Context: an optimization exercise on an open-source flow, tuned for small area, a short achievable clock period and few clock cycles per item. The choices shown serve that exercise and are no tape-out recipe. RTL that was checked went through simulation tests only; none was proved equivalent to the original. Only the layout flow was run in runs 4 and 5; the RTL was not checked for function there.

===== config.mk =====
export PLATFORM = sky130hd
export DESIGN_NAME = rotation_matrix_to_quaternion
export DESIGN_NICKNAME = rotation_matrix_to_quaternion
export VERILOG_FILES = /design/flow/design.v
export SDC_FILE = /design/flow/constraint.sdc
export NUM_CORES = 4
export LEC_CHECK = 0
export ABC_AREA = 1
export CAP_MARGIN = 20
export CORE_MARGIN = 2
export CORE_UTILIZATION = 40
export SETUP_SLACK_MARGIN = 3.6
export SLEW_MARGIN = 20
export TNS_END_PERCENT = 5

===== run.sh =====
#!/bin/bash
# synth_recipe.tcl (not shown) runs the flow's synth.tcl, then flattens the netlist and writes it again
# the make line also repeats each setting of config.mk as NAME=value (left out here)
make -C /OpenROAD-flow-scripts/flow DESIGN_CONFIG=/design/flow/config.mk WORK_HOME=/design/flow/orfs CLKGATE_MAP_FILE= SYNTH_SCRIPT=/design/flow/synth_recipe.tcl finish

===== constraint.sdc =====
create_clock -name core_clock -period 7.5 [get_ports {i_clk}]
set_input_delay 1.5000 -clock core_clock [delete_from_list [all_inputs] [get_ports {i_clk}]]
set_output_delay 1.5000 -clock core_clock [all_outputs]
set_load 0.01 [all_outputs]

===== design.v =====
`default_nettype none
package rmq_pkg;
    localparam int DW = 16;
    localparam int FB = 14;
    localparam int ONE = 1 << FB;
    localparam int AW = 17;
    localparam int RW = 16;
    localparam int NW = 17;
    localparam int QB = 15;
    localparam int PW = 17;
    localparam int SIDE_W = 2 + 3 + 3 * NW;
    localparam int HI_IT = 3;
    localparam logic [15:0] SQ_CUT  = 16'b1010_1010_1010_1000;
    localparam logic [13:0] DV_CUT  = 14'b10_1010_1010_1010;
    function automatic int n_cuts(input logic [15:0] m);
        int c;
        c = 0;
        for (int i = 0; i < 16; i++) c = c + int'(m[i]);
        n_cuts = c;
    endfunction
    typedef enum logic [1:0] {
        BR_TRACE = 2'd0,
        BR_X     = 2'd1,
        BR_Y     = 2'd2,
        BR_Z     = 2'd3
    } t_branch;
endpackage
`default_nettype wire
`default_nettype none
import rmq_pkg::*;
module rmq_sqrt (
    input  wire logic                        i_clk,
    input  wire logic                        i_ce,
    input  wire logic [rmq_pkg::AW-1:0]      i_rad,
    input  wire logic [rmq_pkg::SIDE_W-1:0]  i_side,
    output logic [rmq_pkg::RW-1:0]           o_root,
    output logic [rmq_pkg::SIDE_W-1:0]       o_side
);
    logic [17:0]                w_x    [0:16];
    logic [17:0]                w_rem  [0:16];
    logic [15:0]                w_root [0:16];
    logic [rmq_pkg::SIDE_W-1:0] w_side [0:16];
    assign w_x[0]    = {1'b0, i_rad};
    assign w_rem[0]  = '0;
    assign w_root[0] = '0;
    assign w_side[0] = i_side;
    for (genvar k = 0; k < 16; k++) begin : g_it
        localparam logic [17:0] RMASK = 18'((19'd1 << (k + 2)) - 1);
        localparam logic [15:0] QMASK = 16'((17'd1 << (k + 1)) - 1);
        logic [17:0] w_cur;
        logic [17:0] w_trial;
        logic [18:0] w_diff;
        logic [17:0] n_x;
        logic [17:0] n_rem;
        logic [15:0] n_root;
        always_comb begin
            w_cur   = {w_rem[k][15:0], w_x[k][17:16]};
            w_trial = {w_root[k], 2'b01};
            w_diff  = {1'b0, w_cur} - {1'b0, w_trial};
            n_x     = {w_x[k][15:0], 2'b00};
            if (!w_diff[18]) begin
                n_rem  = w_diff[17:0] & RMASK;
                n_root = ({w_root[k][14:0], 1'b1}) & QMASK;
            end else begin
                n_rem  = w_cur & RMASK;
                n_root = ({w_root[k][14:0], 1'b0}) & QMASK;
            end
        end
        logic [rmq_pkg::SIDE_W-1:0] n_side;
        if (k == rmq_pkg::HI_IT) begin : g_hi
            logic [1:0] w_r;
            assign w_r = w_root[k][k-1:k-2];
            for (genvar l = 0; l < 3; l++) begin : g_lane
                logic [NW-1:0] w_n;
                logic          w_neg;
                assign w_n   = w_side[k][l*NW +: NW];
                assign w_neg = w_n[NW-1];
                assign n_side[l*NW +: NW] = (w_n ^ {NW{w_neg}}) + NW'(w_neg) + NW'(w_r);
                assign n_side[3*NW + l]   = w_neg;
            end
            assign n_side[SIDE_W-1 -: 2] = w_side[k][SIDE_W-1 -: 2];
        end else begin : g_side
            assign n_side = w_side[k];
        end
        if (rmq_pkg::SQ_CUT[k]) begin : g_reg
            logic [17:0]                r_x;
            logic [17:0]                r_rem;
            logic [15:0]                r_root;
            logic [rmq_pkg::SIDE_W-1:0] r_side;
            always_ff @(posedge i_clk) begin
                if (i_ce) begin
                    r_x    <= n_x;
                    r_rem  <= n_rem;
                    r_root <= n_root;
                    r_side <= n_side;
                end
            end
            assign w_x[k+1]    = r_x;
            assign w_rem[k+1]  = r_rem;
            assign w_root[k+1] = r_root;
            assign w_side[k+1] = r_side;
        end else begin : g_pass
            assign w_x[k+1]    = n_x;
            assign w_rem[k+1]  = n_rem;
            assign w_root[k+1] = n_root;
            assign w_side[k+1] = n_side;
        end
    end
    assign o_root = w_root[16];
    assign o_side = w_side[16];
endmodule
`default_nettype wire
`default_nettype none
import rmq_pkg::*;
module rmq_div (
    input  wire logic                        i_clk,
    input  wire logic                        i_ce,
    input  wire logic [3*rmq_pkg::NW-1:0]    i_hi,
    input  wire logic [2:0]                  i_neg,
    input  wire logic [rmq_pkg::RW-1:0]      i_root,
    input  wire logic [1:0]                  i_br,
    output logic [3*rmq_pkg::QB-1:0]         o_q,
    output logic [3*rmq_pkg::PW-1:0]         o_p,
    output logic [2:0]                       o_ovf,
    output logic [2:0]                       o_neg,
    output logic [rmq_pkg::RW-1:0]           o_root,
    output logic [1:0]                       o_br
);
    logic [3*PW-1:0] w_p    [0:14];
    logic [3*QB-1:0] w_q    [0:14];
    logic [2:0]      w_ovf  [0:14];
    logic [2:0]      w_neg  [0:14];
    logic [RW-1:0]   w_root [0:14];
    logic [1:0]      w_br   [0:14];
    logic [3*PW-1:0] n0_p;
    logic [3*QB-1:0] n0_q;
    logic [2:0]      n0_ovf;
    for (genvar l = 0; l < 3; l++) begin : g_first
        logic [NW-1:0] w_hi;
        logic [PW-1:0] w_p0;
        logic [PW:0]   w_d1;
        logic [PW:0]   w_d2;
        always_comb begin
            w_hi = i_hi[l*NW +: NW];
            w_p0 = PW'(w_hi[NW-1:1]);
            w_d1 = {1'b0, w_p0} - {2'b00, i_root};
            w_d2 = {1'b0, w_p0} - {1'b0, i_root, 1'b0};
            n0_ovf[l] = !w_d2[PW];
            n0_q[l*QB +: QB] = {!w_d1[PW], {(QB - 1){1'b0}}};
            n0_p[l*PW +: PW] = w_d1[PW] ? {w_p0[PW-2:0], w_hi[0]} : {w_d1[PW-2:0], w_hi[0]};
        end
    end
    for (genvar t = 0; t < 14; t++) begin : g_it
        logic [3*PW-1:0] n_p;
        logic [3*QB-1:0] n_q;
        logic [2:0]      n_ovf;
        if (t == 0) begin : g_first_bit
            assign n_p   = n0_p;
            assign n_q   = n0_q;
            assign n_ovf = n0_ovf;
        end else begin : g_bit
            localparam int J = 14 - t;
            for (genvar l = 0; l < 3; l++) begin : g_lane
                logic [PW-1:0] w_pc;
                logic [PW:0]   w_d;
                always_comb begin
                    w_pc = w_p[t][l*PW +: PW];
                    w_d  = {1'b0, w_pc} - {2'b00, w_root[t]};
                    n_q[l*QB +: QB] = w_q[t][l*QB +: QB] | (QB'(!w_d[PW]) << J);
                    if (w_d[PW]) begin
                        n_p[l*PW +: PW] = {w_pc[PW-2:0], w_root[t][J]};
                    end else begin
                        n_p[l*PW +: PW] = {w_d[PW-2:0], w_root[t][J]};
                    end
                end
            end
            assign n_ovf = w_ovf[t];
        end
        logic [2:0]    c_neg;
        logic [RW-1:0] c_root;
        logic [1:0]    c_br;
        if (t == 0) begin : g_src0
            assign c_neg  = i_neg;
            assign c_root = i_root;
            assign c_br   = i_br;
        end else begin : g_srcn
            assign c_neg  = w_neg[t];
            assign c_root = w_root[t];
            assign c_br   = w_br[t];
        end
        if (rmq_pkg::DV_CUT[t]) begin : g_reg
            logic [3*PW-1:0] r_p;
            logic [3*QB-1:0] r_q;
            logic [2:0]      r_ovf;
            logic [2:0]      r_neg;
            logic [RW-1:0]   r_root;
            logic [1:0]      r_br;
            always_ff @(posedge i_clk) begin
                if (i_ce) begin
                    r_p    <= n_p;
                    r_q    <= n_q;
                    r_ovf  <= n_ovf;
                    r_neg  <= c_neg;
                    r_root <= c_root;
                    r_br   <= c_br;
                end
            end
            assign w_p[t+1]    = r_p;
            assign w_q[t+1]    = r_q;
            assign w_ovf[t+1]  = r_ovf;
            assign w_neg[t+1]  = r_neg;
            assign w_root[t+1] = r_root;
            assign w_br[t+1]   = r_br;
        end else begin : g_pass
            assign w_p[t+1]    = n_p;
            assign w_q[t+1]    = n_q;
            assign w_ovf[t+1]  = n_ovf;
            assign w_neg[t+1]  = c_neg;
            assign w_root[t+1] = c_root;
            assign w_br[t+1]   = c_br;
        end
    end
    assign w_p[0]    = '0;
    assign w_q[0]    = '0;
    assign w_ovf[0]  = '0;
    assign w_neg[0]  = '0;
    assign w_root[0] = '0;
    assign w_br[0]   = '0;
    assign o_q    = w_q[14];
    assign o_p    = w_p[14];
    assign o_ovf  = w_ovf[14];
    assign o_neg  = w_neg[14];
    assign o_root = w_root[14];
    assign o_br   = w_br[14];
endmodule
`default_nettype wire
`default_nettype none
import rmq_pkg::*;
module rotation_matrix_to_quaternion (
    input  wire logic                         i_clk,
    input  wire logic                         i_rst_n,
    input  wire logic                         i_valid,
    output logic                              o_stall,
    input  wire logic signed [rmq_pkg::DW-1:0] i_m00,
    input  wire logic signed [rmq_pkg::DW-1:0] i_m01,
    input  wire logic signed [rmq_pkg::DW-1:0] i_m02,
    input  wire logic signed [rmq_pkg::DW-1:0] i_m10,
    input  wire logic signed [rmq_pkg::DW-1:0] i_m11,
    input  wire logic signed [rmq_pkg::DW-1:0] i_m12,
    input  wire logic signed [rmq_pkg::DW-1:0] i_m20,
    input  wire logic signed [rmq_pkg::DW-1:0] i_m21,
    input  wire logic signed [rmq_pkg::DW-1:0] i_m22,
    output logic                              o_valid,
    input  wire logic                         i_stall,
    output logic signed [rmq_pkg::DW-1:0]     o_quat_w,
    output logic signed [rmq_pkg::DW-1:0]     o_quat_x,
    output logic signed [rmq_pkg::DW-1:0]     o_quat_y,
    output logic signed [rmq_pkg::DW-1:0]     o_quat_z,
    output logic [1:0]                        o_branch_used,
    output logic                              o_div_fault
);
    localparam int NSQ = rmq_pkg::n_cuts(rmq_pkg::SQ_CUT);
    localparam int NDV = rmq_pkg::n_cuts(16'(rmq_pkg::DV_CUT));
    localparam int VD  = 3 + NSQ + NDV;
    logic ce;
    logic [VD-1:0] r_vld;
    assign ce      = !(r_vld[VD-1] && i_stall);
    assign o_stall = !ce;
    always_ff @(posedge i_clk) begin
        if (!i_rst_n) begin
            r_vld <= '0;
        end else if (ce) begin
            r_vld <= {r_vld[VD-2:0], i_valid};
        end
    end
    logic signed [DW+1:0] w_tm1;
    logic [1:0]           w_br_in;
    always_comb begin
        w_tm1 = (DW + 2)'(i_m00) + (DW + 2)'(i_m11) + (DW + 2)'(i_m22) - (DW + 2)'(1);
        if (!w_tm1[DW+1]) begin
            w_br_in = BR_TRACE;
        end else if (i_m11 > i_m00) begin
            w_br_in = (i_m22 > i_m11) ? BR_Z : BR_Y;
        end else begin
            w_br_in = (i_m22 > i_m00) ? BR_Z : BR_X;
        end
    end
    logic signed [DW-1:0] m00, m01, m02, m10, m11, m12, m20, m21, m22;
    logic [1:0]           m_br;
    logic signed [DW+1:0] m_tm1;
    always_ff @(posedge i_clk) begin
        if (ce) begin
            {m00, m01, m02, m10, m11, m12, m20, m21, m22} <=
                {i_m00, i_m01, i_m02, i_m10, i_m11, i_m12, i_m20, i_m21, i_m22};
            m_br  <= w_br_in;
            m_tm1 <= w_tm1;
        end
    end
    logic signed [DW-1:0] w_msel;
    logic signed [DW+2:0] w_rad_t, w_rad_o, w_rad;
    logic signed [NW-1:0] w_n0, w_n1, w_n2;
    logic [AW:0]          w_a;
    always_comb begin
        unique case (m_br)
            BR_X:    w_msel = m00;
            BR_Y:    w_msel = m11;
            default: w_msel = m22;
        endcase
        w_rad_t = (DW + 3)'(m_tm1) + (DW + 3)'(ONE + 1);
        w_rad_o = ~((DW + 3)'(m_tm1)) + ((DW + 3)'(w_msel) <<< 1) + (DW + 3)'(ONE);
        w_rad   = (m_br == BR_TRACE) ? w_rad_t : w_rad_o;
        unique case (m_br)
            BR_TRACE: begin
                w_n0 = NW'(m21) - NW'(m12);
                w_n1 = NW'(m02) - NW'(m20);
                w_n2 = NW'(m10) - NW'(m01);
            end
            BR_X: begin
                w_n0 = NW'(m21) - NW'(m12);
                w_n1 = NW'(m01) + NW'(m10);
                w_n2 = NW'(m02) + NW'(m20);
            end
            BR_Y: begin
                w_n0 = NW'(m02) - NW'(m20);
                w_n1 = NW'(m01) + NW'(m10);
                w_n2 = NW'(m12) + NW'(m21);
            end
            default: begin
                w_n0 = NW'(m10) - NW'(m01);
                w_n1 = NW'(m02) + NW'(m20);
                w_n2 = NW'(m12) + NW'(m21);
            end
        endcase
        w_a = w_rad[AW:0];
    end
    logic [AW:0]          f_a;
    logic [1:0]           f_br;
    logic signed [NW-1:0] f_n0, f_n1, f_n2;
    always_ff @(posedge i_clk) begin
        if (ce) begin
            f_a  <= w_a;
            f_br <= m_br;
            f_n0 <= w_n0;
            f_n1 <= w_n1;
            f_n2 <= w_n2;
        end
    end
    logic [RW-1:0]     w_root;
    logic [SIDE_W-1:0] w_sq_side;
    rmq_sqrt u_sqrt (
        .i_clk  (i_clk),
        .i_ce   (ce),
        .i_rad  (f_a[AW] ? AW'(0) : f_a[AW-1:0]),
        .i_side ({f_br, 3'b000, f_n2, f_n1, f_n0}),
        .o_root (w_root),
        .o_side (w_sq_side)
    );
    logic [3*QB-1:0] w_q;
    logic [3*PW-1:0] w_p;
    logic [2:0]      w_ovf, w_neg;
    logic [RW-1:0]   w_rt_d;
    logic [1:0]      w_br_d;
    rmq_div u_div (
        .i_clk  (i_clk),
        .i_ce   (ce),
        .i_hi   (w_sq_side[3*NW-1:0]),
        .i_neg  (w_sq_side[3*NW +: 3]),
        .i_root (w_root),
        .i_br   (w_sq_side[SIDE_W-1 -: 2]),
        .o_q    (w_q),
        .o_p    (w_p),
        .o_ovf  (w_ovf),
        .o_neg  (w_neg),
        .o_root (w_rt_d),
        .o_br   (w_br_d)
    );
    function automatic logic signed [DW-1:0] lane_out(input logic neg, input logic ovf,
                                                      input logic [QB-1:0] q,
                                                      input logic [PW-1:0] p,
                                                      input logic [RW-1:0] r);
        logic [PW:0]   d;
        logic          q0;
        logic [DW-2:0] hi, nhi, nhi1;
        d    = {1'b0, p} - {2'b00, r};
        q0   = !d[PW];
        hi   = {1'b0, q[QB-1:1]};
        nhi  = ~hi;
        nhi1 = (DW - 1)'(0) - hi;
        if (ovf)       lane_out = neg ? 16'sh8000 : 16'sh7fff;
        else if (!neg) lane_out = $signed({hi, q0});
        else if (q0)   lane_out = $signed({nhi, 1'b1});
        else           lane_out = $signed({nhi1, 1'b0});
    endfunction
    logic signed [DW-1:0] w_c0, w_c1, w_c2, w_big;
    logic                 w_fault;
    logic signed [DW-1:0] n_w, n_x, n_y, n_z;
    always_comb begin
        w_c0    = lane_out(w_neg[0], w_ovf[0], w_q[0*QB +: QB], w_p[0*PW +: PW], w_rt_d);
        w_c1    = lane_out(w_neg[1], w_ovf[1], w_q[1*QB +: QB], w_p[1*PW +: PW], w_rt_d);
        w_c2    = lane_out(w_neg[2], w_ovf[2], w_q[2*QB +: QB], w_p[2*PW +: PW], w_rt_d);
        w_big   = $signed(DW'(({1'b0, w_rt_d} + 17'd1) >> 1));
        w_fault = (w_rt_d == '0);
        unique case (w_br_d)
            BR_TRACE: begin n_w = w_big; n_x = w_c0;  n_y = w_c1;  n_z = w_c2;  end
            BR_X:     begin n_w = w_c0;  n_x = w_big; n_y = w_c1;  n_z = w_c2;  end
            BR_Y:     begin n_w = w_c0;  n_x = w_c1;  n_y = w_big; n_z = w_c2;  end
            default:  begin n_w = w_c0;  n_x = w_c1;  n_y = w_c2;  n_z = w_big; end
        endcase
        if (w_fault) begin
            n_w = '0;
            n_x = '0;
            n_y = '0;
            n_z = '0;
        end
    end
    logic signed [DW-1:0] r_w, r_x, r_y, r_z;
    logic [1:0]           r_br;
    logic                 r_fault;
    always_ff @(posedge i_clk) begin
        if (ce) begin
            r_w     <= n_w;
            r_x     <= n_x;
            r_y     <= n_y;
            r_z     <= n_z;
            r_br    <= w_br_d;
            r_fault <= w_fault;
        end
    end
    assign o_valid       = r_vld[VD-1];
    assign o_quat_w      = r_w;
    assign o_quat_x      = r_x;
    assign o_quat_y      = r_y;
    assign o_quat_z      = r_z;
    assign o_branch_used = r_br;
    assign o_div_fault   = r_fault;
endmodule
`default_nettype wire

==> key figures, run 1 <==
Outcome
  • Status: complete, no violations

Synthesis
  • Post-synth EDFFs: 1511
  • Post-synth ARST share: 0
  • Post-Syn Nets: 13600
  • Register area share after synthesis: 0.426
  • Post-Syn Area: 0.107 sq mm
  • Area leader, netlist: edfxtp_1
  • Yosys top cell area share: 0.423
  • Synth warn: 13
  • Synthesized flop and latch total: 1528
  • Area contributors post-synth: edfxtp_1, ha_1, nand2_1, inv_1, a21oi_1
  • Top_reg_cell synth: edfxtp_1
  • Netlist cell types: 78
  • Gate count of the mapped netlist: 12300
  • Mean post-synth cell area: 8.69 sq um

Global route
  • Grt total ovfl: 0
  • Initial antenna violation count: 6
  • First-pass GRT wire length: 472000 microns
  • GR Util All Layers: 0.218
  • Vias in the first global route: 85100
  • Largest net degree at the start of global routing: 150

Clock network
  • Root buf cell: clkbuf_16
  • Reg clk slew, reported paths: 0.06 ns
  • Clk latency of the worst-skew pair: 0.89 ns
  • CTS tree: yes
  • Hold buffers post-CTS: 0
  • Max Root-Sink Buffers: 4
  • Sink Count: 1528
  • H-Tree Depth: 4
  • Clock buffer count from CTS: 177

STA
  • Endpoints failing hold: 0
  • Tcrit/Tclk final: 0.574
  • Clock skew: 0.0952 ns
  • Pin slew with the least headroom to its limit: 1.14 ns
  • Min Tclk post-route: 4.30 ns
  • Fmax: 0.232 GHz
  • Number of setup violations in the final report: 0
  • Final Max Slew Viols: 0
  • Setup TNS: 0 ns
  • Fin worst setup slack: 3.20 ns
  • RSZ-0062 raised after global routing: true
  • Worst slew margin: 0.240

Routing
  • Routed Antenna Nets: 0
  • Final wirelength: 312000 microns
  • Vias per inst: 5.24
  • Detailed Routing Iterations Pass 1: 8
  • Via Count: 90200
  • Initial DRC count: 6888
  • DRC errors left: 0
  • WL/cell: 18.1 microns

Final layout
  • Design Area, Final: 0.135 sq mm
  • Leading cell type in the layout, fill and taps excluded: nand2_1
  • Highest-count cells in the layout ignoring fill and taps: nand2_1, edfxtp_1, inv_1, ha_1, a21oi_1
  • Layout cell share with drive strength beyond 1: 0.189
  • Nets@finish: 14800
  • Layout Cells excl Fill: 17200
  • Area growth from synthesis to layout: 25.9%

Place
  • Cell Count Post-Placement: 15900
  • Pre-CTS setup slack: 1.82 ns
  • Placer Congestion: 0.937
  • Cell Area, Placed: 0.113 sq mm
  • PortBufs: 216
  • HPWL Detailed: 220000 microns

Worst setup path
  • Critical R2R Launch: u_div.g_it[5].g_reg.r_root[6]
  • Critical path's slowest cell: edfxtp_1
  • Critical Path Max Stage Delay: 0.47 ns
  • Worst EP required: 8.05 ns
  • Startpoint types: flop
  • Most used cell, CP: nand2_1
  • Crit-path max FO: 7
  • Crit path DAT: 4.85 ns
  • Crit end category: flop
  • Critical path class: reg2reg
  • R2R Setup Slk: 3.20 ns
  • CP top delay family: simple AND/OR/NAND/NOR gates
  • Bufs and invs on worst path: 5
  • Reg2reg end: u_div.g_it[7].g_reg.r_p[43]
  • R2R depth: 25

Die
  • Die W: 522 microns
  • Full die area: 0.272 sq mm
  • Starting density of the core: 0.401
  • Io pins: 217
  • Site Rows: 190
  • Core box area: 0.267 sq mm
  • Die Span Y: 522 microns

Job
  • Max-Cap Viols: 0

Worst hold path
  • Hold path cells: 0
  • Hold WC Path Type: reg2reg
  • Worst-case hold path end point: u_div.g_it[13].g_reg.r_q[12]
  • Hold path startpoint: u_div.g_it[11].g_reg.r_q[12]
## cells in the mapped netlist (73+ instances only)
cell type  count
a21o_1       114
a21oi_1      928
clkbuf_1     101
edfxtp_1    1511
fa_1          73
ha_1        1082
inv_1       1404
nand2_1     3006
nand3_1      760
nand4_1      124
nor2_1       711
nor3_1        92
o21ai_0      770
o21ai_1      170
xnor2_1      317
xor2_1       405
## per-layer routing
layer	part of all wire	GRT usage	wire, microns	vias to the layer above
met4	0.042	0.0780	13100	0
met3	0.056	0.0223	17500	644
met2	0.47	0.364	146000	2691
met5	0	0	0	-
li1	-	-	-	44800
met1	0.44	0.292	136000	42100
## per-stage QoR
| stage | utilization | hold WS, ns |
|---|---|---|
| 2_1_floorplan | - | 0.400 |
| 3_3_place_gp | 0.424 | 0.400 |
| 3_5_place_dp | 0.424 | 0.405 |
| 4_1_cts | 0.483 | 0.387 |
| 5_1_grt | 0.505 | 0.408 |
| 6_report | 0.505 | 0.404 |
## registers in the layout (all words and copies together) (netlist names), 21 cells and up
| name | count |
|---|---|
| u_sqrt.g_it.g_reg.r_side | 392 |
| u_div.g_it.g_reg.r_p | 342 |
| u_div.g_it.g_reg.r_root | 106 |
| u_div.g_it.g_reg.r_q | 168 |
| u_sqrt.g_it.g_reg.r_root | 70 |
| u_div.g_it.g_reg.r_neg | 21 |
| u_sqrt.g_it.g_reg.r_rem | 57 |
| u_div.g_it.g_reg.r_ovf | 21 |
## how the worst max path moves through the flow
stage	startpoint	to	slack [ns]	cells past startpoint
4_1_cts	u_sqrt.g_it[15].g_reg.r_root[9]	u_div.g_it[1].g_reg.r_p[26]	3.35	26
5_1_grt	u_div.g_it[1].g_reg.r_p[34]	u_div.g_it[3].g_reg.r_p[24]	3.03	25
3_5_place_dp	u_div.g_it[3].g_reg.r_root[1]	u_div.g_it[5].g_reg.r_p[4]	1.82	20
3_3_place_gp	u_div.g_it[9].g_reg.r_root[11]	u_div.g_it[11].g_reg.r_p[16]	1.77	21
6_report	u_div.g_it[5].g_reg.r_root[6]	u_div.g_it[7].g_reg.r_p[43]	3.20	25
2_1_floorplan	i_stall	r_vld[16]	1.62	3
## area by class of cell
class,instances,area (sq um)
clock buffers,204,4570
flip-flops and latches,1528,45700
well taps,3552,4440
repair buffers,1152,10500
repair inverters,34,285
fillers,24400,132000
inverters,1448,5970
clock inverters,117,1330
multi-input cells,9177,62200
diodes,2,5.00
## cells by family after synthesis
group           share of synthesized area
buf+inv                            0.0610
fa+ha+maj                           0.140
mux                              0.000105
xor+xnor                           0.0596
simple gates                        0.192
compound gates                      0.121
flops                               0.426
## timing repair
action	in CTS	in global routing
resized for setup	1000	784
setup endpoints to repair	718	549
pin swaps	256	285
gates cloned	66	21
setup buffers	601	266
Testbench counts, summed over its fixed seeds: cycles 4,136, items 4,000.
==> run 2: changes to the inputs <==
--- a/config.mk
+++ b/config.mk
@@ -8,7 +8,7 @@
 export ABC_AREA = 1
 export CAP_MARGIN = 20
 export CORE_MARGIN = 2
-export CORE_UTILIZATION = 40
-export SETUP_SLACK_MARGIN = 3.6
+export CORE_UTILIZATION = 55
+export CTS_BUF_LIST = sky130_fd_sc_hd__clkbuf_8
+export SETUP_SLACK_MARGIN = 3.5
 export SLEW_MARGIN = 20
-export TNS_END_PERCENT = 5
==> run 2 against run 1 <==
Against the previous run: hold slack got worse by 0.053 ns; register-to-register slack got worse by 0.31 ns; wire length rose by 19%; core utilization rose by 23 points; sequential cell count did not move.
==> key figures, run 2 <==
STA
  • Number of setup violations in the final report: 0
  • Worst slew margin: 0.173
  • Setup TNS: 0 ns
  • Fmax: 0.217 GHz
  • Pin slew with the least headroom to its limit: 1.24 ns
  • RSZ-0062 raised after global routing: true
  • Endpoints failing hold: 0
  • Tcrit/Tclk final: 0.615
  • Clock skew: 0.0950 ns
  • Final Max Slew Viols: 0
  • Min Tclk post-route: 4.61 ns

Final layout
  • Reg area: 0.0457 sq mm
  • Design Area, Final: 0.142 sq mm
  • Multi-input gate area: 0.0677 sq mm
  • Highest-count cells in the layout ignoring fill and taps: nand2_1, edfxtp_1, inv_1, buf_4, a21oi_1
  • Leading cell type in the layout, fill and taps excluded: nand2_1
  • Filler Cell Count: 13500
  • Area growth from synthesis to layout: 32.7%
  • Max reg flops: 392
  • Layout cell share with drive strength beyond 1: 0.273
  • Top Registers: u_sqrt.g_it.g_reg.r_side (392), u_div.g_it.g_reg.r_p (342), u_div.g_it.g_reg.r_q (168)
  • Top reg by flops: u_sqrt.g_it.g_reg.r_side
  • Nets@finish: 15300

Global route
  • Grt total ovfl: 0
  • Initial antenna violation count: 16
  • Vias in the first global route: 92100
  • First-pass GRT wire length: 521000 microns
  • GR Util All Layers: 0.338
  • Largest net degree at the start of global routing: 188

Worst setup path
  • R2R depth: 20
  • Critical Path Max Stage Delay: 0.47 ns
  • Crit path DAT: 5.39 ns
  • Startpoint types: flop
  • Worst EP required: 8.27 ns
  • R2R Setup Slk: 2.89 ns
  • Critical Path Start: u_div.g_it[7].g_reg.r_root[2]
  • Most used cell, CP: nand2_1
  • Critical path class: reg2reg
  • Reg2reg end: u_div.g_it[9].g_reg.r_p[43]
  • Crit path to: u_div.g_it[9].g_reg.r_p[43]
  • Critical path's slowest cell: ha_1
  • Crit-path max FO: 8
  • Worst-path cell chain: clkinvlp_4 > ha_1 > a21oi_1 > o21ai_0 > nand2_1 > nand2_1 > nand2_1 > nand3_4 > clkinvlp_4 > buf_6 > buf_4 > nand2_1 > nand2_1 > ha_4 > nand2_1 > o211ai_1 > nand2_4 > buf_12 > nand3_1 > nand2_1
  • Crit end category: flop
  • Critical R2R Launch: u_div.g_it[7].g_reg.r_root[2]

Place
  • HPWL Detailed: 243000 microns
  • Cell Area, Placed: 0.112 sq mm
  • Placer Congestion: 1.00
  • PortBufs: 216

Die
  • Site Rows: 162
  • Io pins: 217
  • Die W: 446 microns
  • Die Span Y: 446 microns
  • Full die area: 0.199 sq mm
  • Starting density of the core: 0.552
  • Core box area: 0.194 sq mm

Synthesis
  • Post-synth EDFFs: 1511
  • Gate count of the mapped netlist: 12300
  • Post-Syn Nets: 13600
  • Count leader, synth: nand2_1
  • Mean post-synth cell area: 8.69 sq um
  • Post-Syn Area: 0.107 sq mm
  • Yosys top cell area share: 0.423
  • Register area share after synthesis: 0.426
  • Post-synth top cells: nand2_1, edfxtp_1, inv_1, ha_1, a21oi_1
  • Post-synth ARST share: 0
  • Top_reg_cell synth: edfxtp_1
  • Synthesized flop and latch total: 1528
  • Area contributors post-synth: edfxtp_1, ha_1, nand2_1, inv_1, a21oi_1
  • Netlist cell types: 78
  • Synth warn: 13
  • Area leader, netlist: edfxtp_1

Routing
  • Final wirelength: 372000 microns
  • Initial DRC count: 9934
  • Routed Antenna Nets: 0
  • Via Count: 99500
  • Vias per inst: 5.96
  • DRC errors left: 0
  • Detailed Routing Iterations Pass 1: 10
  • WL/cell: 22.3 microns

Job
  • Max-Cap Viols: 0

Clock network
  • Sink Count: 1528
  • Clock buffer count from CTS: 283
  • H-Tree Depth: 5
  • Max Root-Sink Buffers: 4
  • Root buf cell: clkbuf_8
  • Reg clk slew, reported paths: 0.08 ns
  • Clk latency of the worst-skew pair: 1.07 ns
  • CTS tree: yes

Worst hold path
  • Hold WC Path Type: reg2reg

Outcome
  • Status: complete, no violations
[run 2: cell counts after synthesis]
No cell type changed its count.
[run 2: timing repair]
action / 4_1_cts / 5_1_grt
hold buffers: 0 / 0
resized for setup: 1444 / 1868
setup buffers: 714 / 440
endpoints found under the setup margin: 429 / 422
gates cloned: 86 / 30
pin swaps: 355 / 651
[run 2: metal layers]
| metal | global-route usage | wire length, microns | vias up |
|---|---|---|---|
| met3 | 0.0575 | 33700 | 1510 |
| li1 | - | - | 45700 |
| met4 | 0.170 | 24000 | 6 |
| met2 | 0.533 | 167000 | 5211 |
| met1 | 0.449 | 147000 | 47100 |
| met5 | 0 | 252 | - |
[run 2: cells by family (layout without fill, tap and decap cells)]
family                     Yosys count  count (layout)  share of synthesized area
other                                0              12                          0
muxes                                1               1                   0.000105
AOI/OAI and AO/OA                 2343            2345                      0.121
buffers and inverters             1673            3424                     0.0610
DFF                               1528            1528                      0.426
xor gates and xnor gates           726             726                     0.0596
adders and majority gates         1155            1155                      0.140
and+or+nand+nor                   4909            4956                      0.192
[run 2: layout make-up]
class | instances | area share
sequential | 1528 | 0.321
multi-input combinational | 9183 | 0.476
timing repair inverter | 41 | 0.00293
inverter | 1448 | 0.0423
clock inverter | 179 | 0.00822
clock buffer | 289 | 0.0279
timing repair buffer | 1467 | 0.0992
tap | 2542 | 0.0223
antenna | 12 | 0.000211
[run 2: worst max-delay path, delay by kind of cell (launching register included)]
kind | cells | cell delay [ns]
buffers and inverters | 5 | 1.04
AO/OA/AOI/OAI | 3 | 0.74
adder cells (fa/ha/maj) | 2 | 0.85
flip-flops | 1 | 0.45
AND/OR/NAND/NOR | 10 | 1.23
[run 2: how the worst min path moves through the flow]
stage / slack (ns) / start / depth (start not counted) / to
floorplan: 0.40 / u_div.g_it[9].g_reg.r_br[0] / 0 / u_div.g_it[11].g_reg.r_br[0]
global placement: 0.40 / u_sqrt.g_it[11].g_reg.r_side[51] / 0 / u_sqrt.g_it[13].g_reg.r_side[51]
detailed placement: 0.40 / u_div.g_it[9].g_reg.r_br[0] / 0 / u_div.g_it[11].g_reg.r_br[0]
CTS: 0.34 / u_sqrt.g_it[11].g_reg.r_side[18] / 0 / u_sqrt.g_it[13].g_reg.r_side[18]
global route: 0.36 / u_sqrt.g_it[11].g_reg.r_side[18] / 0 / u_sqrt.g_it[13].g_reg.r_side[18]
finish: 0.35 / u_sqrt.g_it[11].g_reg.r_side[18] / 0 / u_sqrt.g_it[13].g_reg.r_side[18]
[run 2: per-stage QoR]
stage / hold WS (ns) / cells / setup slack (ns) / util
floorplan: 0.400 / 12300 / 1.62 / -
global placement: 0.400 / 14900 / 1.40 / 0.577
detailed placement: 0.405 / 14900 / 1.57 / 0.577
CTS: 0.343 / 16200 / 3.30 / 0.671
global route: 0.358 / 16700 / 2.85 / 0.732
finish: 0.351 / 16700 / 2.89 / 0.732
==> run 3: changes to the inputs <==
--- a/config.mk
+++ b/config.mk
@@ -8,7 +8,8 @@
 export ABC_AREA = 1
 export CAP_MARGIN = 20
 export CORE_MARGIN = 2
-export CORE_UTILIZATION = 55
-export CTS_BUF_LIST = sky130_fd_sc_hd__clkbuf_8
-export SETUP_SLACK_MARGIN = 3.5
+export CORE_UTILIZATION = 40
+export CTS_BUF_LIST = sky130_fd_sc_hd__clkbuf_4 sky130_fd_sc_hd__clkbuf_8
+export SETUP_SLACK_MARGIN = 3.0
 export SLEW_MARGIN = 20
+export TNS_END_PERCENT = 10
==> run 3 against run 2 <==
Against the previous run: still clean on timing, DRC and antenna; non-clock buffer count fell by 745; first-iteration DRC count fell by 34%; clock-buffer cell count rose by 56; via count fell by 12%; fmax rose by 2.1%; global-route usage fell by 13 points; hold slack improved by 0.034 ns; critical path type unchanged; critical endpoint is now u_div.g_it[7].g_reg.r_p[36].
==> key figures, run 3 <==
Clock network
  • Sink Count: 1528
  • H-Tree Depth: 5
  • CTS tree: yes
  • Clock buffer count from CTS: 276
  • Clk latency of the worst-skew pair: 1.02 ns
  • Root buf cell: clkbuf_8
  • Max Root-Sink Buffers: 4
  • Reg clk slew, reported paths: 0.06 ns

Routing
  • Detailed Routing Iterations Pass 1: 7
  • WL/cell: 17.5 microns
  • Routed Antenna Nets: 0
  • Final wirelength: 296000 microns
  • Via Count: 87200
  • DRC errors left: 0
  • Vias per inst: 5.15
  • Initial DRC count: 6509

Worst setup path
  • Critical Path Start: u_div.g_it[5].g_reg.r_root[5]
  • Reg2reg end: u_div.g_it[7].g_reg.r_p[36]
  • Critical path class: reg2reg
  • Crit path to: u_div.g_it[7].g_reg.r_p[36]
  • Startpoint types: flop
  • Crit path DAT: 5.18 ns
  • Worst EP required: 8.17 ns
  • R2R depth: 23
  • R2R Setup Slk: 2.98 ns
  • Critical R2R Launch: u_div.g_it[5].g_reg.r_root[5]
  • Crit end category: flop
  • Crit-path max FO: 12

Synthesis
  • Post-synth ARST share: 0
  • Post-synth top cells: nand2_1, edfxtp_1, inv_1, ha_1, a21oi_1
  • Post-Syn Nets: 13600
  • Synth warn: 13
  • Gate count of the mapped netlist: 12300
  • Mean post-synth cell area: 8.69 sq um
  • Netlist cell types: 78
  • Area contributors post-synth: edfxtp_1, ha_1, nand2_1, inv_1, a21oi_1
  • Area leader, netlist: edfxtp_1
  • Synthesized flop and latch total: 1528
  • Yosys top cell area share: 0.423
  • Register area share after synthesis: 0.426
  • Post-Syn Area: 0.107 sq mm
  • Post-synth EDFFs: 1511
  • Top_reg_cell synth: edfxtp_1
  • Count leader, synth: nand2_1

Global route
  • First-pass GRT wire length: 452000 microns
  • Initial antenna violation count: 8
  • Largest net degree at the start of global routing: 150
  • GR Util All Layers: 0.209
  • Vias in the first global route: 82100
  • Grt total ovfl: 0

Place
  • Cell Area, Placed: 0.113 sq mm
  • HPWL Detailed: 220000 microns
  • PortBufs: 216
  • Placer Congestion: 0.937

Die
  • Starting density of the core: 0.401
  • Core box area: 0.267 sq mm
  • Io pins: 217
  • Site Rows: 190
  • Die W: 522 microns
  • Die Span Y: 522 microns
  • Full die area: 0.272 sq mm

Final layout
  • Design Area, Final: 0.125 sq mm
  • Nets@finish: 14500
  • Max reg flops: 392
  • Layout cell share with drive strength beyond 1: 0.113
  • Top Registers: u_sqrt.g_it.g_reg.r_side (392), u_div.g_it.g_reg.r_p (342), u_div.g_it.g_reg.r_q (168)
  • Filler Cell Count: 25800
  • Top reg by flops: u_sqrt.g_it.g_reg.r_side
  • Highest-count cells in the layout ignoring fill and taps: nand2_1, edfxtp_1, inv_1, ha_1, a21oi_1
  • Leading cell type in the layout, fill and taps excluded: nand2_1
  • Area growth from synthesis to layout: 16.8%

STA
  • Number of setup violations in the final report: 0
  • Pin slew with the least headroom to its limit: 1.14 ns
  • Setup TNS: 0 ns
  • Min Tclk post-route: 4.52 ns
  • Final Max Slew Viols: 0
  • Fin Hold WS: 0.384 ns
  • Tcrit/Tclk final: 0.602
  • Worst slew margin: 0.241
  • Fmax: 0.221 GHz
  • Clock skew: 0.122 ns
  • RSZ-0062 raised after global routing: true
  • Endpoints failing hold: 0

Worst hold path
  • Hold WC Path Type: reg2reg

Job
  • Max-Cap Viols: 0

Outcome
  • Status: complete, no violations
## run 3: cell counts after synthesis
Identical to the previous run, type by type.
## run 3: through the flow
| stage | instances | util | setup slack, ns |
|---|---|---|---|
| 6_report | 16900 | 0.469 | 2.98 |
| 5_1_grt | 16900 | 0.469 | 2.81 |
| 4_1_cts | 16600 | 0.454 | 2.80 |
| 3_5_place_dp | 15900 | 0.424 | 1.82 |
| 3_3_place_gp | 15900 | 0.424 | 1.77 |
| 2_1_floorplan | 12300 | - | 1.62 |
## run 3: worst min-delay path by stage
stage,startpoint,end,slack (ns),cells after the start
6_report,u_sqrt.g_it[9].g_reg.r_root[5],u_sqrt.g_it[11].g_reg.r_root[7],0.38,0
5_1_grt,u_sqrt.g_it[9].g_reg.r_root[5],u_sqrt.g_it[11].g_reg.r_root[7],0.38,0
4_1_cts,u_sqrt.g_it[9].g_reg.r_root[5],u_sqrt.g_it[11].g_reg.r_root[7],0.37,0
3_5_place_dp,u_div.g_it[9].g_reg.r_neg[1],u_div.g_it[11].g_reg.r_neg[1],0.40,0
3_3_place_gp,u_sqrt.g_it[7].g_reg.r_side[24],u_sqrt.g_it[9].g_reg.r_side[24],0.40,0
2_1_floorplan,u_div.g_it[9].g_reg.r_br[0],u_div.g_it[11].g_reg.r_br[0],0.40,0
## run 3: layout make-up
cell class	instances	area, sq um	share of cell area
clock buffer	345	4350	0.0348
multi-input combinational	9172	57100	0.456
timing repair buffer	722	6560	0.0524
inverter	1448	5830	0.0466
timing repair inverter	11	77.6	0.000619
clock inverter	138	1200	0.00957
sequential	1528	45700	0.365
tap	3552	4440	0.0355
antenna	3	7.51	0.0000599
## run 3: cells by family (layout without fill, tap and decap cells)
logic type	count (synthesis)	count (layout)	share of synthesized area
fa+ha+maj	1155	1155	0.140
xor+xnor	726	726	0.0596
mux	1	1	0.000105
flops	1528	1528	0.426
buf+inv	1673	2664	0.0610
simple gates	4909	4945	0.192
other cells	0	3	0
compound gates	2343	2345	0.121
## run 3: metal layers
layer / track usage / wire, microns
met4: 0.0654 / 9430
met2: 0.348 / 138000
met3: 0.0256 / 15300
met5: 0 / 13
met1: 0.282 / 133000
## run 3: worst max-delay path, cell delays in order (launching register included)
cell and delay (ns):
edfxtp_1 0.47, inv_1 0.44, ha_1 0.31, nand2_1 0.10
nor2_1 0.21, nand4_1 0.19, nand3_4 0.15, buf_4 0.16
inv_4 0.09, nand2_1 0.06, o21ai_0 0.12, ha_1 0.38
nand2_1 0.09, nor2_1 0.15, nand4_1 0.11, nand2_1 0.13
nand3_1 0.12, o21bai_2 0.25, nand2_2 0.10, nand2_4 0.13
nor2_4 0.08, buf_12 0.17, nand2_1 0.06, o21ai_2 0.10
## run 3: timing repair
action,4_1_cts,5_1_grt
resized for setup,222,389
buffers inserted,172,273
hold buffers,0,0
pin swaps,28,100
setup endpoints to repair,379,403
gates cloned,28,23
==> run 4: changes to the inputs <==
--- a/design.v
+++ b/design.v
@@ -12,12 +12,6 @@
     localparam int HI_IT = 3;
     localparam logic [15:0] SQ_CUT  = 16'b1010_1010_1010_1000;
     localparam logic [13:0] DV_CUT  = 14'b10_1010_1010_1010;
-    function automatic int n_cuts(input logic [15:0] m);
-        int c;
-        c = 0;
-        for (int i = 0; i < 16; i++) c = c + int'(m[i]);
-        n_cuts = c;
-    endfunction
     typedef enum logic [1:0] {
         BR_TRACE = 2'd0,
         BR_X     = 2'd1,
@@ -259,8 +253,8 @@
     output logic [1:0]                        o_branch_used,
     output logic                              o_div_fault
 );
-    localparam int NSQ = rmq_pkg::n_cuts(rmq_pkg::SQ_CUT);
-    localparam int NDV = rmq_pkg::n_cuts(16'(rmq_pkg::DV_CUT));
+    localparam int NSQ = $countones(rmq_pkg::SQ_CUT);
+    localparam int NDV = $countones(rmq_pkg::DV_CUT);
     localparam int VD  = 3 + NSQ + NDV;
     logic ce;
     logic [VD-1:0] r_vld;
--- a/config.mk
+++ b/config.mk
@@ -9,7 +9,5 @@
 export CAP_MARGIN = 20
 export CORE_MARGIN = 2
 export CORE_UTILIZATION = 40
-export CTS_BUF_LIST = sky130_fd_sc_hd__clkbuf_4 sky130_fd_sc_hd__clkbuf_8
-export SETUP_SLACK_MARGIN = 3.0
+export SETUP_SLACK_MARGIN = 3.5
 export SLEW_MARGIN = 20
-export TNS_END_PERCENT = 10
==> run 4 against run 3 <==
Against the previous run: global-route usage grew 1.2 points; clock skew fell by 0.024 ns; fmax rose by 5.6%.
==> key figures, run 4 <==
Outcome
  • Status: complete, no violations

Clock network
  • Root buf cell: clkbuf_16
  • CTS tree: yes
  • Max Root-Sink Buffers: 4
  • Clock buffer count from CTS: 177
  • Hold buffers post-CTS: 0
  • Reg clk slew, reported paths: 0.06 ns
  • H-Tree Depth: 4
  • Sink Count: 1528
  • Clk latency of the worst-skew pair: 0.89 ns

STA
  • RSZ-0062 raised after global routing: true
  • Tcrit/Tclk final: 0.571
  • Worst slew margin: 0.243
  • Endpoints failing hold: 0
  • Fmax: 0.234 GHz
  • Clock skew: 0.0975 ns
  • Pin slew with the least headroom to its limit: 1.14 ns
  • Final Max Slew Viols: 0
  • Min Tclk post-route: 4.28 ns
  • Setup TNS: 0 ns
  • Number of setup violations in the final report: 0

Place
  • HPWL Detailed: 220000 microns
  • PortBufs: 216
  • Placer Congestion: 0.937
  • Cell Area, Placed: 0.113 sq mm

Worst setup path
  • Startpoint types: flop
  • Bufs and invs on worst path: 6
  • Crit path DAT: 4.89 ns
  • Critical path class: reg2reg
  • CP top delay family: simple AND/OR/NAND/NOR gates
  • Worst EP required: 8.11 ns
  • Critical path's slowest cell: edfxtp_1
  • Crit end category: flop
  • Most used cell, CP: nand2_2
  • Crit-path max FO: 9
  • Critical Path Max Stage Delay: 0.48 ns

Global route
  • Grt total ovfl: 0
  • Vias in the first global route: 86700
  • Largest net degree at the start of global routing: 150
  • Initial antenna violation count: 7
  • First-pass GRT wire length: 479000 microns
  • GR Util All Layers: 0.221

Job
  • Max-Cap Viols: 0

Die
  • Die W: 522 microns
  • Full die area: 0.272 sq mm
  • Site Rows: 190
  • Io pins: 217
  • Core box area: 0.267 sq mm
  • Die Span Y: 522 microns
  • Starting density of the core: 0.401

Routing
  • Initial DRC count: 8164
  • WL/cell: 19.0 microns
  • Vias per inst: 5.35
  • Via Count: 94200
  • DRC errors left: 0
  • Routed Antenna Nets: 0
  • Final wirelength: 334000 microns
  • Detailed Routing Iterations Pass 1: 7

Synthesis
  • Xor/xnor cell area share of the yosys netlist: 0.0596
  • Post-synthesis simple-gate area fraction: 0.192
  • Count leader, synth: nand2_1
  • Register area share after synthesis: 0.426
  • Synthesized flop and latch total: 1528
  • Yosys top cell area share: 0.423
  • Synth warn: 13
  • Adder-cell share of the synthesized area: 0.140
  • Post-synth ARST share: 0
  • Synth Area in Compound Gates: 0.121
  • Mean post-synth cell area: 8.69 sq um
  • Top_reg_cell synth: edfxtp_1
  • Gate count of the mapped netlist: 12300
  • Post-Syn Area: 0.107 sq mm
  • Largest family of logic cells by synthesized area: simple AND/OR/NAND/NOR gates
  • Post-Syn Nets: 13600
  • Netlist cell types: 78
  • Area contributors post-synth: edfxtp_1, ha_1, nand2_1, inv_1, a21oi_1
  • Post-synth top cells: nand2_1, edfxtp_1, inv_1, ha_1, a21oi_1
  • Area leader, netlist: edfxtp_1
  • Multiplexer area fraction after synthesis: 0.000105
  • Post-synth EDFFs: 1511

Final layout
  • Leading cell type in the layout, fill and taps excluded: nand2_1
  • Highest-count cells in the layout ignoring fill and taps: nand2_1, edfxtp_1, inv_1, buf_4, a21oi_1
  • Layout cell share with drive strength beyond 1: 0.287
  • Area growth from synthesis to layout: 36.0%
  • Nets@finish: 15200
  • Design Area, Final: 0.146 sq mm
  • Top Registers: u_sqrt.g_it.g_reg.r_side (392), u_div.g_it.g_reg.r_p (342), u_div.g_it.g_reg.r_q (168)
  • Top reg by flops: u_sqrt.g_it.g_reg.r_side
  • Max reg flops: 392

Worst hold path
  • Hold WC Path Type: reg2reg
-- run 4: cell type report --
cell class	instances	area, sq um
sequential	1528	45700
clock buffer	204	4570
clock inverter	117	1330
antenna	1	2.50
timing repair inverter	36	344
inverter	1448	6050
fill	22600	121000
multi-input combinational	9187	69000
timing repair buffer	1543	14300
tap	3552	4440
-- run 4: per-stage QoR --
step	hold WS [ns]	instances	util	setup slack, ns
floorplan	0.400	12300	-	1.62
global placement	0.400	15900	0.424	1.77
detailed placement	0.405	15900	0.424	1.82
CTS	0.387	17100	0.493	3.36
global route	0.408	17600	0.546	3.10
finish	0.404	17600	0.546	3.22
-- run 4: final timing paths --
path,start,to,slack [ns],cells after the start
min reg2reg,u_div.g_it[11].g_reg.r_q[12],u_div.g_it[13].g_reg.r_q[12],0.40,0
max reg2reg,u_div.g_it[5].g_reg.r_p[34],u_div.g_it[7].g_reg.r_p[13],3.22,25
max,u_div.g_it[5].g_reg.r_p[34],u_div.g_it[7].g_reg.r_p[13],3.22,25
min,u_div.g_it[11].g_reg.r_q[12],u_div.g_it[13].g_reg.r_q[12],0.40,0
-- run 4: repair_timing --
item	CTS	global route
gates resized for setup	1323	2154
setup buffers	714	533
pin swaps	382	786
cloned	81	29
endpoints found under the setup margin	707	421
-- run 4: logic make-up (layout without fill, tap and decap cells) --
| group | count (synthesis) | after routing |
|---|---|---|
| other | 0 | 1 |
| flip-flops | 1528 | 1528 |
| adder cells (fa/ha/maj) | 1155 | 1155 |
| AO/OA/AOI/OAI | 2343 | 2345 |
| AND/OR/NAND/NOR | 4909 | 4960 |
| XOR/XNOR | 726 | 726 |
| buffers and inverters | 1673 | 3348 |
| multiplexers | 1 | 1 |
-- run 4: worst register-to-register path, stage by stage (launching register included) --
cell and delay, ns:
edfxtp_1 0.48, clkinvlp_4 0.15, buf_6 0.15, ha_4 0.15, inv_4 0.08, fa_2 0.37, nand3_1 0.09, nand2_2 0.09
a21oi_4 0.19, buf_4 0.15, xor2_1 0.27, o21ai_2 0.11, ha_1 0.32, nand2_2 0.09, nor2_4 0.12, nand4_1 0.14
nand2_2 0.14, nand3_4 0.09, o21bai_4 0.15, nand2_2 0.09, nand2_4 0.14, nor2_4 0.05, buf_12 0.18, buf_8 0.14
nand2_1 0.07, o21ai_2 0.05
-- run 4: metal layers --
layer	part of all wire	global-route usage	vias up
met2	0.47	0.371	3295
li1	-	-	45600
met1	0.42	0.293	44400
met3	0.062	0.0240	879
met4	0.048	0.0810	2
met5	0.000054	0	-
==> run 5: changes to the inputs <==
--- a/design.v
+++ b/design.v
@@ -9,9 +9,9 @@
     localparam int QB = 15;
     localparam int PW = 17;
     localparam int SIDE_W = 2 + 3 + 3 * NW;
-    localparam int HI_IT = 3;
-    localparam logic [15:0] SQ_CUT  = 16'b1010_1010_1010_1000;
-    localparam logic [13:0] DV_CUT  = 14'b10_1010_1010_1010;
+    localparam int HI_IT = 2;
+    localparam logic [15:0] SQ_CUT  = 16'b1111_1111_1111_0100;
+    localparam logic [13:0] DV_CUT  = 14'b11_1111_1111_1111;
     typedef enum logic [1:0] {
         BR_TRACE = 2'd0,
         BR_X     = 2'd1,
@@ -281,28 +281,32 @@
     end
     logic signed [DW-1:0] m00, m01, m02, m10, m11, m12, m20, m21, m22;
     logic [1:0]           m_br;
-    logic signed [DW+1:0] m_tm1;
+    logic                 w_p0, w_p1, w_p2;
     always_ff @(posedge i_clk) begin
         if (ce) begin
             {m00, m01, m02, m10, m11, m12, m20, m21, m22} <=
                 {i_m00, i_m01, i_m02, i_m10, i_m11, i_m12, i_m20, i_m21, i_m22};
-            m_br  <= w_br_in;
-            m_tm1 <= w_tm1;
+            m_br <= w_br_in;
+            w_p0 <= (w_br_in == BR_TRACE) || (w_br_in == BR_X);
+            w_p1 <= (w_br_in == BR_TRACE) || (w_br_in == BR_Y);
+            w_p2 <= (w_br_in == BR_TRACE) || (w_br_in == BR_Z);
         end
     end
-    logic signed [DW-1:0] w_msel;
-    logic signed [DW+2:0] w_rad_t, w_rad_o, w_rad;
+    logic signed [DW+2:0] w_t0, w_t1, w_t2, w_rad;
+    logic [DW+2:0]        w_k, w_s1, w_s2;
+    logic [DW+3:0]        w_cy1, w_cy2;
     logic signed [NW-1:0] w_n0, w_n1, w_n2;
     logic [AW:0]          w_a;
     always_comb begin
-        unique case (m_br)
-            BR_X:    w_msel = m00;
-            BR_Y:    w_msel = m11;
-            default: w_msel = m22;
-        endcase
-        w_rad_t = (DW + 3)'(m_tm1) + (DW + 3)'(ONE + 1);
-        w_rad_o = ~((DW + 3)'(m_tm1)) + ((DW + 3)'(w_msel) <<< 1) + (DW + 3)'(ONE);
-        w_rad   = (m_br == BR_TRACE) ? w_rad_t : w_rad_o;
+        w_t0 = (DW + 3)'(m00) ^ {(DW + 3){!w_p0}};
+        w_t1 = (DW + 3)'(m11) ^ {(DW + 3){!w_p1}};
+        w_t2 = (DW + 3)'(m22) ^ {(DW + 3){!w_p2}};
+        w_k  = (DW + 3)'(ONE + 3) - (DW + 3)'(w_p0) - (DW + 3)'(w_p1) - (DW + 3)'(w_p2);
+        w_s1 = w_t0 ^ w_t1 ^ w_t2;
+        w_cy1 = {((w_t0 & w_t1) | (w_t0 & w_t2) | (w_t1 & w_t2)), 1'b0};
+        w_s2 = w_s1 ^ w_cy1[DW+2:0] ^ w_k;
+        w_cy2 = {((w_s1 & w_cy1[DW+2:0]) | (w_s1 & w_k) | (w_cy1[DW+2:0] & w_k)), 1'b0};
+        w_rad = w_s2 + w_cy2[DW+2:0];
         unique case (m_br)
             BR_TRACE: begin
                 w_n0 = NW'(m21) - NW'(m12);
--- a/config.mk
+++ b/config.mk
@@ -5,9 +5,9 @@
 export SDC_FILE = /design/flow/constraint.sdc
 export NUM_CORES = 4
 export LEC_CHECK = 0
-export ABC_AREA = 1
+export ABC_CLOCK_PERIOD_IN_PS = 2500
 export CAP_MARGIN = 20
 export CORE_MARGIN = 2
 export CORE_UTILIZATION = 40
-export SETUP_SLACK_MARGIN = 3.5
+export SETUP_SLACK_MARGIN = 4.0
 export SLEW_MARGIN = 20
==> run 5 against run 4 <==
Against the previous run: still clean; clock-buffer cell count grew 155; setup slack gained 0.091 ns; non-clock buffer count shrank 916; sequential cell count grew 1123; design area grew 11%; sequential share of layout area grew 18 points; via count shrank 9.2%; hold slack lost 0.015 ns; die area grew 28%; synthesized cell count shrank 15%; critical path depth shrank 10; highest routed layer unchanged.
==> key figures, run 5 <==
Outcome
  • Status: complete, no violations

Worst setup path
  • Critical Path Max Stage Delay: 0.53 ns
  • Most used cell, CP: fa_1
  • CP top delay family: compound AO/OA/AOI/OAI gates
  • Critical path's slowest cell: edfxtp_1
  • Critical path class: reg2reg
  • Bufs and invs on worst path: 1
  • R2R depth: 15
  • Worst-path cell chain: xor2_2 > fa_1 > fa_1 > inv_1 > ha_2 > fa_2 > a21o_1 > a21oi_4 > nor2b_2 > o41ai_4 > o21ai_2 > o41a_1 > nand4_1 > a21oi_2 > a2111oi_2
  • Crit end category: flop
  • Startpoint types: flop
  • Crit-path max FO: 3
  • Critical R2R Launch: w_p1
  • Reg2reg end: f_a[17]
  • Worst EP required: 8.21 ns
  • R2R Setup Slk: 3.31 ns
  • Crit path DAT: 4.89 ns

Synthesis
  • Yosys top cell area share: 0.572
  • Post-Syn Area: 0.138 sq mm
  • Area leader, netlist: edfxtp_1
  • Top_reg_cell synth: edfxtp_1
  • Post-synth ARST share: 0
  • Post-synth top cells: edfxtp_1, ha_1, inv_1, a21oi_1, nor2_1
  • Gate count of the mapped netlist: 10500
  • Synth warn: 13
  • Synthesized flop and latch total: 2651
  • Register area share after synthesis: 0.576
  • Count leader, synth: edfxtp_1
  • Mean post-synth cell area: 13.1 sq um
  • Post-Syn Nets: 11800
  • Post-synth EDFFs: 2621
  • Netlist cell types: 93
  • Area contributors post-synth: edfxtp_1, ha_1, mux2_2, xnor2_1, a21oi_1

Die
  • Io pins: 217
  • Full die area: 0.349 sq mm
  • Core box area: 0.343 sq mm
  • Die W: 591 microns
  • Starting density of the core: 0.402
  • Die Span Y: 591 microns
  • Site Rows: 215

Place
  • Cell Area, Placed: 0.145 sq mm
  • PortBufs: 216
  • Placer Congestion: 0.871
  • HPWL Detailed: 234000 microns

Worst hold path
  • Hold path cells: 0
  • Hold WC Path Type: reg2reg
  • Hold path startpoint: u_sqrt.g_it[2].g_reg.r_side[9]
  • Worst-case hold path end point: u_sqrt.g_it[4].g_reg.r_side[9]

Final layout
  • Max reg flops: 728
  • Leading cell type in the layout, fill and taps excluded: edfxtp_1
  • Filler Cell Count: 30100
  • Multi-input gate area: 0.0575 sq mm
  • Highest-count cells in the layout ignoring fill and taps: edfxtp_1, ha_1, inv_1, nor2_1, xnor2_1
  • Top Registers: u_sqrt.g_it.g_reg.r_side (728), u_div.g_it.g_reg.r_p (680), u_div.g_it.g_reg.r_q (315)
  • Layout cell share with drive strength beyond 1: 0.171
  • Nets@finish: 12600
  • Top reg by flops: u_sqrt.g_it.g_reg.r_side
  • Design Area, Final: 0.162 sq mm
  • Area growth from synthesis to layout: 17.4%
  • Reg area: 0.0793 sq mm

Routing
  • WL/cell: 21.0 microns
  • Initial DRC count: 5566
  • DRC errors left: 0
  • Vias per inst: 5.33
  • Final wirelength: 337000 microns
  • Via Count: 85500
  • Routed Antenna Nets: 0
  • Detailed Routing Iterations Pass 1: 5

Clock network
  • Clk latency of the worst-skew pair: 0.93 ns
  • Max Root-Sink Buffers: 4
  • Sink Count: 2651
  • Reg clk slew, reported paths: 0.06 ns
  • H-Tree Depth: 5
  • CTS tree: yes
  • Clock buffer count from CTS: 297
  • Root buf cell: clkbuf_16

STA
  • Worst slew margin: 0.299
  • Min Tclk post-route: 4.19 ns
  • Tcrit/Tclk final: 0.558
  • Fmax: 0.239 GHz
  • Endpoints failing hold: 0
  • Clock skew: 0.0495 ns
  • Final Max Slew Viols: 0
  • RSZ-0062 raised after global routing: true
  • Number of setup violations in the final report: 0
  • Pin slew with the least headroom to its limit: 1.05 ns
  • Fin Hold WS: 0.389 ns

Global route
  • GR Util All Layers: 0.187
  • First-pass GRT wire length: 510000 microns
  • Initial antenna violation count: 7
  • Vias in the first global route: 86600
  • Grt total ovfl: 0
  • Largest net degree at the start of global routing: 160

Job
  • Max-Cap Viols: 0
-- run 5: cell count changes after synthesis, sizes merged, moves of 146 or more --
cell / previous run / this run
inv: 1437 / 746
xnor2: 317 / 606
a21oi: 931 / 656
nand3: 778 / 251
nor2b: 3 / 149
o21ai: 955 / 314
nand2: 3014 / 443
mux2: 1 / 590
xor2: 409 / 243
edfxtp: 1511 / 2621
-- run 5: per-layer routing --
metal | track usage | vias up | wire length (microns)
li1 | - | 40900 | -
met1 | 0.232 | 42200 | 141000
met2 | 0.336 | 1803 | 171000
met3 | 0.0215 | 615 | 12700
met4 | 0.0602 | 6 | 11600
met5 | 0 | - | 33
-- run 5: cell type report --
type / count / area share
flip-flops and latches: 2651 / 0.491
multi-input cells: 6916 / 0.356
clock buffers: 359 / 0.0479
repair buffers: 627 / 0.0396
well taps: 4557 / 0.0353
inverters: 747 / 0.0176
clock inverters: 185 / 0.0125
repair inverters: 1 / 0.0000310
diodes: 1 / 0.0000155
-- run 5: worst max-delay path by stage --
stage	from	to	slack [ns]	cells after the start
finish	w_p1	f_a[17]	3.31	15
detailed placement	i_m00[2]	w_p0	1.75	17
global placement	i_m11[2]	w_p0	1.75	17
CTS	w_p1	f_a[17]	3.06	15
floorplan	i_stall	f_a[0]	-0.87	2
global route	w_p1	f_a[17]	3.14	15
-- run 5: cells by family (layout without fill, tap and decap cells) --
logic type / after synthesis / in the layout / share of synthesized area
fa+ha+maj: 1175 / 1175 / 0.112
compound gates: 2060 / 2060 / 0.0992
xor+xnor: 849 / 849 / 0.0540
flops: 2651 / 2651 / 0.576
buf+inv: 956 / 1919 / 0.0276
other cells: 0 / 1 / 0
mux: 712 / 712 / 0.0572
simple gates: 2097 / 2120 / 0.0741
-- run 5: what timing repair did --
item | CTS | global route
gates resized for setup | 569 | 320
setup buffers | 210 | 116
hold buffers | 0 | 0
endpoints found under the setup margin | 2004 | 1339
pin swaps | 164 | 147
cloned | 30 | 11
-- run 5: per-stage QoR --
step / instances / util / setup TNS [ns] / setup WS, ns
after global routing: 16000 / 0.471 / 0 / 3.14
after detailed placement: 15100 / 0.424 / 0 / 1.75
after floorplan: 10500 / - / -2288.98 / -0.871
final: 16000 / 0.471 / 0 / 3.31
after CTS: 15900 / 0.464 / 0 / 3.06
after global placement: 15100 / 0.424 / 0 / 1.75

[re-timing with driven ports]
In the flow no input, the clock included, has a driving cell. The finished layouts below were timed again as built, in two steps.
Step 1 sets driving cells, clkbuf_16 on the clock port and buf_2 on the other inputs (assumed; they add their load-dependent delay and slew).
Step 2 also shifts input and output timing later by t, the mid clock arrival at the registers, as if the neighbouring blocks saw the same clock.
a / b / c = no drivers / after step 1 / after step 2; a / b = the first two.
run	shift t [ns]	setup slack, ns	clock arrival spread, ns	worst register clock-pin slew, ns
run 1	0.938	3.197 / 3.197 / 2.493	0.096 / 0.095	0.07 / 0.07
run 2	1.097	2.887 / 2.887 / 2.581	0.117 / 0.117	0.08 / 0.08
run 3	1.044	2.982 / 2.960 / 2.191	0.125 / 0.125	0.07 / 0.07
run 4	0.940	3.220 / 3.220 / 2.752	0.098 / 0.098	0.07 / 0.07
run 5	1.012	3.312 / 3.312 / 2.830	0.057 / 0.057	0.07 / 0.07
After both steps every run listed still meets setup and hold. For run 3, which loses most, drivers alone change the setup slack by -0.022 ns; drivers and shift together by -0.791 ns.
